Context: an optimization exercise on an open-source flow, tuned for small area, a short achievable clock period and few clock cycles per item. The choices shown serve that exercise and are no tape-out recipe. Where RTL was checked, it was by simulation tests only, not by an equivalence proof against the original. Power is estimated from default activity; no workload was simulated.

old:
==> flow/design.v <==
module mul_axil (
  input  logic        Clk,
  input  logic        arst_n,
  input  logic        s_awvalid,
  output logic        s_awready,
  input  logic [7:0]  s_awaddr,
  input  logic        s_wvalid,
  output logic        s_wready,
  input  logic [31:0] s_wdata,
  input  logic [3:0]  s_wstrb,
  output logic        s_bvalid,
  input  logic        s_bready,
  output logic [1:0]  s_bresp,
  input  logic        s_arvalid,
  output logic        s_arready,
  input  logic [7:0]  s_araddr,
  output logic        s_rvalid,
  input  logic        s_rready,
  output logic [31:0] s_rdata,
  output logic [1:0]  s_rresp
);
  logic        bvalid, rvalid;
  logic        bresp_err;
  logic [31:0] rdata;
  logic [15:0] opa, opb;
  logic wr_fire, rd_fire, ctrl_go;
  logic aw_a, aw_b, aw_c;
  assign wr_fire = s_awvalid & s_wvalid & ~bvalid;
  assign rd_fire = s_arvalid & ~rvalid;
  assign aw_a = (s_awaddr == 8'h00);
  assign aw_b = (s_awaddr == 8'h04);
  assign aw_c = (s_awaddr == 8'h08);
  assign ctrl_go = wr_fire & aw_c & s_wstrb[0] & s_wdata[0];
  always_ff @(posedge Clk or negedge arst_n) begin
    if (!arst_n) begin
      opa <= '0;
      opb <= '0;
    end else begin
      if (wr_fire & aw_a & s_wstrb[0]) opa[7:0]  <= s_wdata[7:0];
      if (wr_fire & aw_a & s_wstrb[1]) opa[15:8] <= s_wdata[15:8];
      if (wr_fire & aw_b & s_wstrb[0]) opb[7:0]  <= s_wdata[7:0];
      if (wr_fire & aw_b & s_wstrb[1]) opb[15:8] <= s_wdata[15:8];
    end
  end
  logic        busy;           
  logic        fin;            
  logic [1:0]  cnt;            
  logic [3:0]  dig;            
  logic [15:0] hs, hc;
  logic [3:0]  ps, pc;
  logic [19:0] hi;
  logic [11:0] lo;
  logic        done;
  logic        has;            
  function automatic logic [39:0] csa(input logic [19:0] x, input logic [19:0] y,
                                      input logic [19:0] z);
    logic [19:0] s, c;
    s = x ^ y ^ z;
    c = ((x & y) | (x & z) | (y & z)) << 1;
    csa = {s, c};
  endfunction
  logic [4:0]  pr;
  logic [19:0] r0, r1, r2, r3, r4, r5;
  logic [19:0] s1, c1, s2, c2, s3, c3, sn, cn;
  assign pr = {1'b0, ps} + {1'b0, pc};
  assign r0 = {4'h0, hs & {16{busy}}};
  assign r1 = {4'h0, hc & {16{busy}}};
  assign r2 = {4'h0, opb & {16{dig[0]}}};
  assign r3 = {3'h0, opb & {16{dig[1]}}, pr[4] & busy};
  assign r4 = {2'h0, opb & {16{dig[2]}}, 2'h0};
  assign r5 = {1'h0, opb & {16{dig[3]}}, 3'h0};
  assign {s1, c1} = csa(r0, r1, r2);
  assign {s2, c2} = csa(r3, r4, r5);
  assign {s3, c3} = csa(s1, c1, s2);
  assign {sn, cn} = csa(s3, c3, c2);
  always_ff @(posedge Clk) begin
    hs <= sn[19:4];
    hc <= cn[19:4];
    ps <= sn[3:0];
    pc <= cn[3:0];
  end
  always_ff @(posedge Clk) begin
    if (busy) begin
      lo <= {pr[3:0], lo[11:4]};
    end
    if (fin) begin
      hi <= {hs, ps} + {hc, pc};
    end
  end
  always_ff @(posedge Clk or negedge arst_n) begin
    if (!arst_n) begin
      cnt  <= '0;
      busy <= 1'b0;
      fin  <= 1'b0;
      done <= 1'b0;
      has  <= 1'b0;
    end else begin
      if (ctrl_go | busy) begin
        cnt <= cnt + 2'd1;
      end
      if (ctrl_go) begin
        busy <= 1'b1;
        has  <= 1'b1;
      end else if (cnt == 2'd3) begin
        busy <= 1'b0;
      end
      fin <= busy & (cnt == 2'd3);
      if (ctrl_go) begin
        done <= 1'b0;
      end else if (busy & (cnt == 2'd1)) begin
        done <= 1'b1;
      end
    end
  end
  always_ff @(posedge Clk) begin
    if (busy) begin
      case (cnt)
        2'd1:    dig <= opa[11:8];
        2'd2:    dig <= opa[15:12];
        default: dig <= opa[3:0];
      endcase
    end else begin
      dig <= ctrl_go ? opa[7:4] : opa[3:0];
    end
  end
  logic sel_a, sel_b, sel_p, st_done, rd_err;
  logic [7:0] ra;
  assign ra = s_araddr;
  always_ff @(posedge Clk or negedge arst_n) begin
    if (!arst_n) begin
      bvalid <= 1'b0;
      rvalid <= 1'b0;
    end else begin
      if (wr_fire)       bvalid <= 1'b1;
      else if (s_bready) bvalid <= 1'b0;
      if (rd_fire)       rvalid <= 1'b1;
      else if (s_rready) rvalid <= 1'b0;
    end
  end
  always_ff @(posedge Clk) begin
    if (!bvalid) bresp_err <= ~(aw_a | aw_b | aw_c);
    if (!rvalid) begin
      sel_a   <= (ra == 8'h00);
      sel_b   <= (ra == 8'h04);
      sel_p   <= (ra == 8'h10) & ~busy & has;
      st_done <= (ra == 8'h0C) & done;
      rd_err  <= ~((ra == 8'h00) | (ra == 8'h04) | (ra == 8'h08) | (ra == 8'h0C)
                   | (ra == 8'h10));
    end
  end
  assign rdata = ({32{sel_p}} & {hi, lo})
               | {16'h0, {16{sel_a}} & opa}
               | {16'h0, {16{sel_b}} & opb}
               | {31'h0, st_done};
  assign s_awready = ~bvalid;
  assign s_wready  = ~bvalid;
  assign s_bvalid  = bvalid;
  assign s_bresp   = {bresp_err, 1'b0};
  assign s_arready = ~rvalid;
  assign s_rvalid  = rvalid;
  assign s_rdata   = rdata;
  assign s_rresp   = {rd_err, 1'b0};
endmodule
export LEC_CHECK = 0
export CAP_MARGIN = 20
export CORE_MARGIN = 2
export CORE_UTILIZATION = 60
export CTS_BUF_LIST = sky130_fd_sc_hd__clkbuf_4
export SETUP_SLACK_MARGIN = 0.8
export SLEW_MARGIN = 20
create_clock -name core_clock -period 3.2 [get_ports {Clk}]
standard.sh (not shown) runs the stock make flow with config.mk's settings and CLKGATE_MAP_FILE= SYNTH_SCRIPT=/design/flow/synth_recipe.tcl, a recipe that flattens the netlist after the stock synthesis.
==> flow/flow/run.sh <==
#!/bin/bash
# Standard layout, with plain buffers on the ports and resizing not tied to
# cell footprints. Each step's own log is also kept under orfs/logs/.
set -euo pipefail
bash standard.sh \
  "BUFFER_PORTS_ARGS=-buffer_cell sky130_fd_sc_hd__buf_1" \
  MATCH_CELL_FOOTPRINT=0 \
  finish > standard.log 2>&1
Testbench counts of old, summed over its fixed seeds: cycles 5,120, items 512.
The following lists how new was set up differently from old:
--- a/flow/design.v
+++ b/flow/design.v
@@ -45,14 +45,14 @@
   logic        busy;           
   logic        fin;            
   logic [1:0]  cnt;            
   logic [3:0]  dig;            
   logic [15:0] hs, hc;
   logic [3:0]  ps, pc;
-  logic [19:0] hi;
-  logic [11:0] lo;
+  logic [15:0] hi;
+  logic [15:0] lo;
   logic        done;
   logic        has;            
   function automatic logic [39:0] csa(input logic [19:0] x, input logic [19:0] y,
                                       input logic [19:0] z);
     logic [19:0] s, c;
     s = x ^ y ^ z;
@@ -77,17 +77,17 @@
     hs <= sn[19:4];
     hc <= cn[19:4];
     ps <= sn[3:0];
     pc <= cn[3:0];
   end
   always_ff @(posedge Clk) begin
-    if (busy) begin
-      lo <= {pr[3:0], lo[11:4]};
+    if (busy | fin) begin
+      lo <= {pr[3:0], lo[15:4]};
     end
     if (fin) begin
-      hi <= {hs, ps} + {hc, pc};
+      hi <= hs + hc + {15'h0, pr[4]};
     end
   end
   always_ff @(posedge Clk or negedge arst_n) begin
     if (!arst_n) begin
       cnt  <= '0;
       busy <= 1'b0;
==> summary.txt <==
- Lower total of clock buffers placed in the layout goes to new over old.
- Changes observed in new relative to old: sequential share of layout area essentially unchanged; overall routed net length down 0.73%; depth of the critical timing path with buffers and inverters included picked up an extra 7.
- Of new and old, old shows the lower global-route usage, with new above it.
- Comparing area growth from synthesis to final layout for new and old, the smaller number came from old.
- old ended up with a222oi_1 as its master of the slowest instance on the critical path; new ended up with dfxtp_2.
- Compare new and old | power dissipated by switching net loads higher: new
- Density: new denser than old
- Diff new..old | sink count of the clock tree | unchanged
- Startpoint-to-endpoint class of the critical path = flop to output pin: old; startpoint-to-endpoint class of the critical path = flop to flop: new
- new: relative contribution of the clock network to total power 7.9 points below old
Function not checked in new: the RTL went through the layout flow alone.

========
south:
// mul_axil: RTL as listed in full above, without the edits since
clock: 3.2 ns
lec_check: 0
cap_margin: 20
core_margin: 2
core_utilization: 60
cts_buf_list: sky130_fd_sc_hd__clkbuf_4 sky130_fd_sc_hd__clkbuf_8
cts_cluster_size: 30
setup_slack_margin: 0.8
slew_margin: 20
Scripts as last shown in full above: flow/flow/run.sh
south | status: complete | timing, DRC, antenna: pass
Testbench counts of south, summed over its fixed seeds: cycles 5,120, items 512.
Modified inputs, middle compared to south
diff --git a/flow/design.v b/flow/design.v
--- a/flow/design.v
+++ b/flow/design.v
@@ -46,5 +46,6 @@
   logic        fin;            
   logic [1:0]  cnt;            
-  logic [3:0]  dig;            
+  logic [17:0] b3;             
+  logic [2:0]  sa, sb;         
   logic [15:0] hs, hc;
   logic [3:0]  ps, pc;
@@ -60,18 +61,22 @@
     csa = {s, c};
   endfunction
+  function automatic logic [17:0] pp(input logic [2:0] sel, input logic [15:0] b,
+                                     input logic [17:0] b3x);
+    pp = ({2'b0, b} & {18{sel[0]}}) | ({1'b0, b, 1'b0} & {18{sel[1]}})
+       | (b3x & {18{sel[2]}});
+  endfunction
   logic [4:0]  pr;
-  logic [19:0] r0, r1, r2, r3, r4, r5;
-  logic [19:0] s1, c1, s2, c2, s3, c3, sn, cn;
+  logic [19:0] r0, r1, r2, r3;
+  logic [19:0] s1, c1, sn, cn;
   assign pr = {1'b0, ps} + {1'b0, pc};
   assign r0 = {4'h0, hs & {16{busy}}};
   assign r1 = {4'h0, hc & {16{busy}}};
-  assign r2 = {4'h0, opb & {16{dig[0]}}};
-  assign r3 = {3'h0, opb & {16{dig[1]}}, pr[4] & busy};
-  assign r4 = {2'h0, opb & {16{dig[2]}}, 2'h0};
-  assign r5 = {1'h0, opb & {16{dig[3]}}, 3'h0};
+  assign r2 = {2'h0, pp(sa, opb, b3)};
+  assign r3 = {pp(sb, opb, b3), 1'b0, pr[4] & busy};
   assign {s1, c1} = csa(r0, r1, r2);
-  assign {s2, c2} = csa(r3, r4, r5);
-  assign {s3, c3} = csa(s1, c1, s2);
-  assign {sn, cn} = csa(s3, c3, c2);
+  assign {sn, cn} = csa(s1, c1, r3);
+  always_ff @(posedge Clk) begin
+    b3 <= {2'b0, opb} + {1'b0, opb, 1'b0};
+  end
   always_ff @(posedge Clk) begin
     hs <= sn[19:4];
@@ -113,14 +118,19 @@
     end
   end
-  always_ff @(posedge Clk) begin
+  logic [3:0] nd;
+  always_comb begin
     if (busy) begin
       case (cnt)
-        2'd1:    dig <= opa[11:8];
-        2'd2:    dig <= opa[15:12];
-        default: dig <= opa[3:0];
+        2'd1:    nd = opa[11:8];
+        2'd2:    nd = opa[15:12];
+        default: nd = opa[3:0];
       endcase
     end else begin
-      dig <= ctrl_go ? opa[7:4] : opa[3:0];
+      nd = ctrl_go ? opa[7:4] : opa[3:0];
     end
+  end
+  always_ff @(posedge Clk) begin
+    sa <= {nd[1:0] == 2'd3, nd[1:0] == 2'd2, nd[1:0] == 2'd1};
+    sb <= {nd[3:2] == 2'd3, nd[3:2] == 2'd2, nd[3:2] == 2'd1};
   end
   logic sel_a, sel_b, sel_p, st_done, rd_err;
### Flow results
- middle completed end to end with timing, DRC and antenna clean.
- The later-pin clock latency in the skew report on south is in line with that on middle.
- In middle, the total power draw came out about 9% above the value in south.
- Diff south and middle: fraction of area in multi-input gates higher in middle
- [compare] base=south new=middle: combinational cell fraction of total power climbed 1.2 points, non-clock buffer count climbed 3.4%.
- middle falls short of south in final worst-path setup slack.
For middle, only the layout was checked, not whether the RTL still works.

========
## run 1
RTL: the design.v shown in full above, as it stands there.
Settings: LEC_CHECK=0, CAP_MARGIN=20, CORE_MARGIN=2, CORE_UTILIZATION=60, SETUP_SLACK_MARGIN=0.7, SLEW_MARGIN=20; clock period 3.2 ns.
==> flow/flow/run.sh <==
#!/bin/bash
# Standard layout, with plain buffers on the ports and resizing not tied to
# cell footprints. Each step's own log is also kept under orfs/logs/.
set -euo pipefail
bash standard.sh \
  "BUFFER_PORTS_ARGS=-buffer_cell sky130_fd_sc_hd__buf_2" \
  MATCH_CELL_FOOTPRINT=0 \
  finish > standard.log 2>&1
Testbench counts of run 1, summed over its fixed seeds: cycles 5,120, items 512.
[inputs] run 2 vs run 1
--- a/flow/design.v
+++ b/flow/design.v
@@ -52,5 +52,4 @@
   logic [11:0] lo;
   logic        done;
-  logic        has;            
   function automatic logic [39:0] csa(input logic [19:0] x, input logic [19:0] y,
                                       input logic [19:0] z);
@@ -80,20 +79,19 @@
     pc <= cn[3:0];
   end
-  always_ff @(posedge Clk) begin
-    if (busy) begin
-      lo <= {pr[3:0], lo[11:4]};
-    end
-    if (fin) begin
-      hi <= {hs, ps} + {hc, pc};
-    end
-  end
   always_ff @(posedge Clk or negedge arst_n) begin
     if (!arst_n) begin
+      hi   <= '0;
+      lo   <= '0;
       cnt  <= '0;
       busy <= 1'b0;
       fin  <= 1'b0;
       done <= 1'b0;
-      has  <= 1'b0;
     end else begin
+      if (busy) begin
+        lo  <= {pr[3:0], lo[11:4]};
+      end
+      if (fin) begin
+        hi  <= {hs, ps} + {hc, pc};
+      end
       if (ctrl_go | busy) begin
         cnt <= cnt + 2'd1;
@@ -101,5 +99,4 @@
       if (ctrl_go) begin
         busy <= 1'b1;
-        has  <= 1'b1;
       end else if (cnt == 2'd3) begin
         busy <= 1'b0;
@@ -143,5 +140,5 @@
       sel_a   <= (ra == 8'h00);
       sel_b   <= (ra == 8'h04);
-      sel_p   <= (ra == 8'h10) & ~busy & has;
+      sel_p   <= (ra == 8'h10) & ~busy;
       st_done <= (ra == 8'h0C) & done;
       rd_err  <= ~((ra == 8'h00) | (ra == 8'h04) | (ra == 8'h08) | (ra == 8'h0C)
Compared with run 1, run 2 improves overall power after layout. Side by side, sequential standard cell area turned out lower in run 2 than in run 1. Placement-stage cell area went up by a few percent going from run 1 to run 2. Diff run 1 and run 2: sequential share of layout area higher in run 1. Delta (run 2 minus run 1): post-layout instance area went up; mean instance size in the synthesized netlist fell by 0.41 µm²; share of final layout cell area taken by non-clock buffers dropped 0.60 points.
For run 2, only the layout was checked, not whether the RTL still works.

========
mul_axil, a different RTL version from the one above (not shown whole).
Size in the first run: about 750 cells after synthesis, about 99 flip-flops, ~100 I/O pins, ~0.0073 mm2 of cells after synthesis.
==> module mul_axil, before the edit <==
module mul_axil (
  input  logic        Clk,
  input  logic        arst_n,
  input  logic        s_awvalid,
  output logic        s_awready,
  input  logic [7:0]  s_awaddr,
  input  logic        s_wvalid,
  output logic        s_wready,
  input  logic [31:0] s_wdata,
  input  logic [3:0]  s_wstrb,
  output logic        s_bvalid,
  input  logic        s_bready,
  output logic [1:0]  s_bresp,
  input  logic        s_arvalid,
  output logic        s_arready,
  input  logic [7:0]  s_araddr,
  output logic        s_rvalid,
  input  logic        s_rready,
  output logic [31:0] s_rdata,
  output logic [1:0]  s_rresp
);
  logic        bvalid, rvalid;
  logic        bresp_err;
  logic [31:0] rdata;
  logic [15:0] opa, opb;
  logic wr_fire, rd_fire, ctrl_go;
  logic aw_a, aw_b, aw_c;
  assign wr_fire = s_awvalid & s_wvalid & ~bvalid;
  assign rd_fire = s_arvalid & ~rvalid;
  assign aw_a = (s_awaddr == 8'h00);
  assign aw_b = (s_awaddr == 8'h04);
  assign aw_c = (s_awaddr == 8'h08);
  assign ctrl_go = wr_fire & aw_c & s_wstrb[0] & s_wdata[0];
  always_ff @(posedge Clk or negedge arst_n) begin
    if (!arst_n) begin
      opa <= '0;
      opb <= '0;
    end else begin
      if (wr_fire & aw_a & s_wstrb[0]) opa[7:0]  <= s_wdata[7:0];
      if (wr_fire & aw_a & s_wstrb[1]) opa[15:8] <= s_wdata[15:8];
      if (wr_fire & aw_b & s_wstrb[0]) opb[7:0]  <= s_wdata[7:0];
      if (wr_fire & aw_b & s_wstrb[1]) opb[15:8] <= s_wdata[15:8];
    end
  end
  logic        busy;           
  logic        fin;            
  logic [1:0]  cnt;            
  logic [3:0]  dig;            
  logic [15:0] hs, hc;
  logic [3:0]  ps, pc;
  logic [11:0] lo;
  logic        done;
  function automatic logic [39:0] csa(input logic [19:0] x, input logic [19:0] y,
                                      input logic [19:0] z);
    logic [19:0] s, c;
    s = x ^ y ^ z;
    c = ((x & y) | (x & z) | (y & z)) << 1;
    csa = {s, c};
  endfunction
  logic [4:0]  pr;
  logic [19:0] r0, r1, r2, r3, r4, r5;
  logic [19:0] s1, c1, s2, c2, s3, c3, sn, cn;
  logic [19:0] sum;
  assign pr = {1'b0, ps & {4{busy}}} + {1'b0, pc & {4{busy}}};
  assign r0 = {4'h0, hs & {16{busy}}};
  assign r1 = {4'h0, hc & {16{busy}}};
  assign r2 = {4'h0, opb & {16{dig[0]}}};
  assign r3 = {3'h0, opb & {16{dig[1]}}, pr[4]};
  assign r4 = {2'h0, opb & {16{dig[2]}}, 2'h0};
  assign r5 = {1'h0, opb & {16{dig[3]}}, 3'h0};
  assign {s1, c1} = csa(r0, r1, r2);
  assign {s2, c2} = csa(r3, r4, r5);
  assign {s3, c3} = csa(s1, c1, s2);
  assign {sn, cn} = csa(s3, c3, c2);
  assign sum = {hs, ps} + {hc, pc};
  always_ff @(posedge Clk or negedge arst_n) begin
    if (!arst_n) begin
      hs   <= '0;
      hc   <= '0;
      ps   <= '0;
      pc   <= '0;
      lo   <= '0;
      cnt  <= '0;
      busy <= 1'b0;
      fin  <= 1'b0;
      done <= 1'b0;
    end else begin
      if (ctrl_go | busy) begin
        hs  <= sn[19:4];
        hc  <= cn[19:4];
        ps  <= sn[3:0];
        pc  <= cn[3:0];
        cnt <= cnt + 2'd1;
      end else if (fin) begin
        hs  <= sum[19:4];
        hc  <= '0;
        ps  <= sum[3:0];
        pc  <= '0;
      end
      if (busy) begin
        lo <= {pr[3:0], lo[11:4]};
      end
      if (ctrl_go) begin
        busy <= 1'b1;
      end else if (cnt == 2'd3) begin
        busy <= 1'b0;
      end
      fin <= busy & (cnt == 2'd3) & ~ctrl_go;
      if (ctrl_go) begin
        done <= 1'b0;
      end else if (busy & (cnt == 2'd1)) begin
        done <= 1'b1;
      end
    end
  end
  always_ff @(posedge Clk) begin
    if (busy) begin
      case (cnt)
        2'd1:    dig <= opa[11:8];
        2'd2:    dig <= opa[15:12];
        default: dig <= opa[3:0];
      endcase
    end else begin
      dig <= ctrl_go ? opa[7:4] : opa[3:0];
    end
  end
  logic sel_a, sel_b, sel_p, st_done, rd_err;
  logic [7:0] ra;
  assign ra = s_araddr;
  always_ff @(posedge Clk or negedge arst_n) begin
    if (!arst_n) begin
      bvalid <= 1'b0;
      rvalid <= 1'b0;
    end else begin
      if (wr_fire)       bvalid <= 1'b1;
      else if (s_bready) bvalid <= 1'b0;
      if (rd_fire)       rvalid <= 1'b1;
      else if (s_rready) rvalid <= 1'b0;
    end
  end
  always_ff @(posedge Clk) begin
    if (!bvalid) bresp_err <= ~(aw_a | aw_b | aw_c);
    if (!rvalid) begin
      sel_a   <= (ra == 8'h00);
      sel_b   <= (ra == 8'h04);
      sel_p   <= (ra == 8'h10) & ~busy;
      st_done <= (ra == 8'h0C) & done;
      rd_err  <= ~((ra == 8'h00) | (ra == 8'h04) | (ra == 8'h08) | (ra == 8'h0C)
                   | (ra == 8'h10));
    end
  end
  assign rdata = ({32{sel_p}} & {hs, ps, lo})
               | {16'h0, {16{sel_a}} & opa}
               | {16'h0, {16{sel_b}} & opb}
               | {31'h0, st_done};
  assign s_awready = ~bvalid;
  assign s_wready  = ~bvalid;
  assign s_bvalid  = bvalid;
  assign s_bresp   = {bresp_err, 1'b0};
  assign s_arready = ~rvalid;
  assign s_rvalid  = rvalid;
  assign s_rdata   = rdata;
  assign s_rresp   = {rd_err, 1'b0};
endmodule
==> flow/config.mk <==
export PLATFORM = sky130hd
export DESIGN_NAME = mul_axil
export DESIGN_NICKNAME = mul_axil
export VERILOG_FILES = /design/flow/design.v
export SDC_FILE = /design/flow/constraint.sdc
export NUM_CORES = 4
export LEC_CHECK = 0
export CAP_MARGIN = 20
export CORE_MARGIN = 2
export CORE_UTILIZATION = 60
export SETUP_SLACK_MARGIN = 1.0
export SLEW_MARGIN = 20
==> flow/constraint.sdc <==
create_clock -name core_clock -period 3.2 [get_ports {Clk}]
set_input_delay 0.6400 -clock core_clock [delete_from_list [all_inputs] [get_ports {Clk}]]
set_output_delay 0.6400 -clock core_clock [all_outputs]
set_load 0.01 [all_outputs]
Scripts as last shown in full above: flow/flow/run.sh
The first run went through all stages and came out clean.
Testbench counts at the start, summed over its fixed seeds: cycles 5,120, items 512.
Then changed:
--- a/flow/design.v
+++ b/flow/design.v
@@ -50,6 +50,7 @@
   logic [3:0]  ps, pc;
   logic [11:0] lo;
   logic        done;
+  logic        has;            
   function automatic logic [39:0] csa(input logic [19:0] x, input logic [19:0] y,
                                       input logic [19:0] z);
     logic [19:0] s, c;
@@ -73,35 +74,36 @@
   assign {s3, c3} = csa(s1, c1, s2);
   assign {sn, cn} = csa(s3, c3, c2);
   assign sum = {hs, ps} + {hc, pc};
+  always_ff @(posedge Clk) begin
+    if (ctrl_go | busy) begin
+      hs <= sn[19:4];
+      hc <= cn[19:4];
+      ps <= sn[3:0];
+      pc <= cn[3:0];
+    end else if (fin) begin
+      hs <= sum[19:4];
+      hc <= '0;
+      ps <= sum[3:0];
+      pc <= '0;
+    end
+    if (busy) begin
+      lo <= {pr[3:0], lo[11:4]};
+    end
+  end
   always_ff @(posedge Clk or negedge arst_n) begin
     if (!arst_n) begin
-      hs   <= '0;
-      hc   <= '0;
-      ps   <= '0;
-      pc   <= '0;
-      lo   <= '0;
       cnt  <= '0;
       busy <= 1'b0;
       fin  <= 1'b0;
       done <= 1'b0;
+      has  <= 1'b0;
     end else begin
       if (ctrl_go | busy) begin
-        hs  <= sn[19:4];
-        hc  <= cn[19:4];
-        ps  <= sn[3:0];
-        pc  <= cn[3:0];
         cnt <= cnt + 2'd1;
-      end else if (fin) begin
-        hs  <= sum[19:4];
-        hc  <= '0;
-        ps  <= sum[3:0];
-        pc  <= '0;
-      end
-      if (busy) begin
-        lo <= {pr[3:0], lo[11:4]};
       end
       if (ctrl_go) begin
         busy <= 1'b1;
+        has  <= 1'b1;
       end else if (cnt == 2'd3) begin
         busy <= 1'b0;
       end
@@ -143,7 +145,7 @@
     if (!rvalid) begin
       sel_a   <= (ra == 8'h00);
       sel_b   <= (ra == 8'h04);
-      sel_p   <= (ra == 8'h10) & ~busy;
+      sel_p   <= (ra == 8'h10) & ~busy & has;
       st_done <= (ra == 8'h0C) & done;
       rd_err  <= ~((ra == 8'h00) | (ra == 8'h04) | (ra == 8'h08) | (ra == 8'h0C)
                    | (ra == 8'h10));
The changed run finished with timing, DRC and antenna clean.
Via count shrinks by a few percent.
Synthesized cell count shrinks by roughly a tenth.
Fmax shrinks by a little under a tenth.
Cell area grows slightly.
Cell count shrinks by a few percent.
Worst setup slack gets worse by 0.25 ns.
Die area shrinks by a few percent.
Clock power stays flat.
No functional check of the RTL was part of the second run of this note.

-- static timing again, ports no longer ideal --
How much do the figures lean on ideal ports? The routed layouts below were timed once more, with nothing changed but the port constraints. Step 1: set_driving_cell puts a clkbuf_16 on Clk and a buf_2 on each other input, an assumption about the parent block. Step 2 times the ports against the registers' clock, not the clock port: input delays grow and output delays shrink by t, the midpoint of the rising clock arrivals with the driver on. Slacks: ideal / step 1 / step 2; pairs: ideal / step 1.
run	t (ns)	slack for setup (ns)	worst hold slack (ns)	latest minus earliest clock arrival (ns)
old	0.584	0.719 / 0.684 / 0.524	0.211 / 0.198 / 0.456	0.013 / 0.014
new	0.585	0.602 / 0.602 / 0.602	0.204 / 0.203 / 0.423	0.015 / 0.015
south	0.475	0.868 / 0.859 / 0.518	0.320 / 0.307 / 0.455	0.010 / 0.010
middle	0.476	0.835 / 0.800 / 0.458	0.300 / 0.292 / 0.451	0.019 / 0.019
run 1	0.459	0.805 / 0.805 / 0.472	0.348 / 0.329 / 0.448	0.007 / 0.007
run 2	0.461	0.759 / 0.722 / 0.615	0.177 / 0.156 / 0.470	0.008 / 0.008
the first run of note 4	0.389	0.638 / 0.638 / 0.638	0.318 / 0.312 / 0.498	0.007 / 0.007
the second run of note 4	0.398	0.392 / 0.392 / 0.392	0.422 / 0.403 / 0.460	0.006 / 0.006
After both steps every run listed still meets setup and hold. The setup slack of middle, which loses most, moves by -0.035 ns with the drivers and by -0.377 ns with both steps.
